Source: an optimization exercise on an open RTL-to-GDS flow (aim: small area). Production flows keep margins and buffers that such runs may drop. RTL that was checked went through simulation tests only; none was proved equivalent to the original.

==> flow/design.v <==
module exp_shifter_gen2 (
   input  logic        clk,
   input  logic        sync_reset,
   input  logic        s_axis_tvalid,
   input  logic [31:0] s_axis_tdata,
   input  logic [23:0] s_axis_tuser,
   input  logic        s_axis_tlast,
   output logic        s_axis_tready,
   input  logic [3:0]  avg_shift,
   input  logic        bypass,
   input  logic        sat_clear,
   output logic        sat_flag,
   output logic        eob_tag,
   output logic        m_axis_tvalid,
   output logic [31:0] m_axis_tdata,
   output logic [23:0] m_axis_tuser,
   output logic        m_axis_tlast,
   input  logic        m_axis_tready
);
   localparam int DEPTH  = 48;
   localparam int BEAT_W = 57;
   logic [DEPTH-1:0][BEAT_W-1:0] q_mem;
   logic [5:0]  held_q;         
   logic [2:0]  fly_q;          
   logic [12:0] avg_q;
   logic        first_q;
   logic [3:0]  amt_q;          
   logic [1:0]  sat_q;
   logic        sat_flag_q;
   logic        take, rd, out_vld, blk_start;
   logic [1:0]  n_fly;
   logic [4:0]  e, afl;
   logic [6:0]  t;
   logic [3:0]  amt_new, amt;
   logic [3:0]  ash;
   logic signed [14:0] diff, delta;
   logic [12:0] avg_new;
   logic [1:0]  lsat;
   logic [31:0] sdata;
   logic [BEAT_W-1:0] head;
   assign s_axis_tready = (held_q < 6'd48);
   assign take      = s_axis_tvalid & s_axis_tready;
   assign n_fly     = {1'b0, fly_q[0]} + {1'b0, fly_q[1]} + {1'b0, fly_q[2]};
   assign out_vld   = (held_q > {4'b0, n_fly});
   assign rd        = out_vld & m_axis_tready;
   assign blk_start = (s_axis_tuser[10:0] == 11'd0);
   assign e         = s_axis_tuser[20:16];
   assign afl       = avg_q[12:8];
   always_comb begin
      t = 7'd9 + {2'b0, afl} - {2'b0, e};
      if (t[6])              amt_new = 4'd0;
      else if (t > 7'd14)    amt_new = 4'd14;
      else                   amt_new = t[3:0];
      if (first_q)           amt_new = 4'd9;
      if (bypass)            amt_new = 4'd7;
      amt = blk_start ? amt_new : amt_q;
   end
   always_comb begin
      ash     = (avg_shift > 4'd8) ? 4'd8 : avg_shift;
      diff    = $signed({2'b00, e, 8'h00}) - $signed({2'b00, avg_q});
      delta   = diff >>> ash;
      avg_new = first_q ? {e, 8'h00} : 13'(avg_q + delta);
   end
   for (genvar g = 0; g < 2; g++) begin : g_lane
      logic signed [23:0] w;
      logic [16:0]        r;
      assign w = $signed({s_axis_tdata[16*g +: 16], 8'h00}) >>> amt;
      assign r = w[16:0] + {16'b0, amt[3]};
      assign lsat[g] = ~((&w[23:16]) | ~(|w[23:16]));
      assign sdata[16*g +: 16] = lsat[g] ? {w[23], {15{~w[23]}}} : r[16:1];
   end
   logic [DEPTH-1:0] rsel;
   always_comb begin
      for (int i = 0; i < DEPTH; i++) rsel[i] = out_vld & (held_q == 6'(i + 1));
      head = '0;
      for (int i = 0; i < DEPTH; i++) head = head | ({BEAT_W{rsel[i]}} & q_mem[i]);
   end
   assign m_axis_tvalid = out_vld;
   assign m_axis_tdata  = head[56:25];
   assign m_axis_tuser  = head[24:1];
   assign m_axis_tlast  = head[0];
   assign eob_tag       = head[24];
   assign sat_flag      = sat_flag_q;
   always_ff @(posedge clk) begin
      if (take) q_mem <= {q_mem[DEPTH-2:0], {sdata, s_axis_tuser, s_axis_tlast}};
   end
   always_ff @(posedge clk or posedge sync_reset) begin
      if (sync_reset) begin
         held_q     <= '0;
         fly_q      <= '0;
         avg_q      <= '0;
         first_q    <= 1'b1;
         amt_q      <= 4'd7;
         sat_q      <= '0;
         sat_flag_q <= 1'b0;
      end else begin
         held_q     <= held_q + 6'(take) - 6'(rd);
         fly_q      <= {fly_q[1:0], take};
         sat_q      <= {sat_q[0], take & (|lsat)};
         sat_flag_q <= (sat_flag_q & ~sat_clear) | sat_q[1];
         if (take & blk_start) begin
            avg_q   <= avg_new;
            first_q <= 1'b0;
            amt_q   <= amt_new;
         end
      end
   end
endmodule
export LEC_CHECK = 0
export CAP_MARGIN = 20
export CORE_MARGIN = 2
export CORE_UTILIZATION = 40
export SLEW_MARGIN = 20
create_clock -name core_clock -period 7.0 [get_ports {clk}]
run.sh (not shown) runs the stock make flow with config.mk's settings and CLKGATE_MAP_FILE= SYNTH_SCRIPT=/design/flow/synth_recipe.tcl, a recipe that flattens the netlist after the stock synthesis.
Rerun with:
--- a/flow/design.v
+++ b/flow/design.v
@@ -24,13 +24,16 @@
    logic [2:0]  fly_q;          
    logic [12:0] avg_q;
    logic        first_q;
    logic [3:0]  amt_q;          
    logic [1:0]  sat_q;
+   logic        vld_q;          
    logic        sat_flag_q;
    logic        take, rd, out_vld, blk_start;
-   logic [1:0]  n_fly;
+   logic [5:0]  held_d;
+   logic [2:0]  fly_d;
+   logic [1:0]  n_fly_d;
    logic [4:0]  e, afl;
    logic [6:0]  t;
    logic [3:0]  amt_new, amt;
    logic [3:0]  ash;
    logic signed [14:0] diff, delta;
@@ -38,13 +41,15 @@
    logic [1:0]  lsat;
    logic [31:0] sdata;
    logic [BEAT_W-1:0] head;
    assign s_axis_tready = (held_q < 6'd48);
    assign take      = s_axis_tvalid & s_axis_tready;
-   assign n_fly     = {1'b0, fly_q[0]} + {1'b0, fly_q[1]} + {1'b0, fly_q[2]};
-   assign out_vld   = (held_q > {4'b0, n_fly});
+   assign out_vld   = vld_q;
    assign rd        = out_vld & m_axis_tready;
+   assign held_d    = held_q + 6'(take) - 6'(rd);
+   assign fly_d     = {fly_q[1:0], take};
+   assign n_fly_d   = {1'b0, fly_d[0]} + {1'b0, fly_d[1]} + {1'b0, fly_d[2]};
    assign blk_start = (s_axis_tuser[10:0] == 11'd0);
    assign e         = s_axis_tuser[20:16];
    assign afl       = avg_q[12:8];
    always_comb begin
       t = 7'd9 + {2'b0, afl} - {2'b0, e};
@@ -85,19 +90,21 @@
       if (take) q_mem <= {q_mem[DEPTH-2:0], {sdata, s_axis_tuser, s_axis_tlast}};
    end
    always_ff @(posedge clk or posedge sync_reset) begin
       if (sync_reset) begin
          held_q     <= '0;
+         vld_q      <= 1'b0;
          fly_q      <= '0;
          avg_q      <= '0;
          first_q    <= 1'b1;
          amt_q      <= 4'd7;
          sat_q      <= '0;
          sat_flag_q <= 1'b0;
       end else begin
-         held_q     <= held_q + 6'(take) - 6'(rd);
-         fly_q      <= {fly_q[1:0], take};
+         held_q     <= held_d;
+         vld_q      <= (held_d != {4'b0, n_fly_d});
+         fly_q      <= fly_d;
          sat_q      <= {sat_q[0], take & (|lsat)};
          sat_flag_q <= (sat_flag_q & ~sat_clear) | sat_q[1];
          if (take & blk_start) begin
             avg_q   <= avg_new;
             first_q <= 1'b0;
Outcome: The new run passed the timing, design-rule and antenna checks; synthesized area hardly moves; setup slack improved by 260 ps; first-iteration DRC count goes up slightly; synthesized cell count goes down slightly; cell area fell slightly; global-route usage is higher by 0.97 points; hold slack improves by 29 ps; final cell count falls slightly.
For the second run of this note, only the layout was checked, not whether the RTL still works.

==> afterwards: timing with drivers on the ports <==
No port has a modelled driver above. Below, the same layouts with a new extraction and two added sets of constraints.
Step 1 assumes that a clkbuf_16 drives the clock port and a buf_2 every other input.
Step 2 moves the port delays by t, midway between the first and last clock arrival at a register: inputs arrive t later, outputs are due t later. That takes back most of the time a late clock gives input paths.
a / b / c = no drivers / after step 1 / after step 2; a / b = the first two.
run	t (ns)	setup slack, ns	pins driven straight from the clock port
the first run	1.020	0.162 / 0.061 / 0.056	1
the second run	1.030	0.421 / 0.318 / -0.010	1
Met with ideal ports but missed after step 2: setup timing in the second run. For the second run, which loses most, drivers alone change the setup slack by -0.103 ns; drivers and shift together by -0.431 ns.
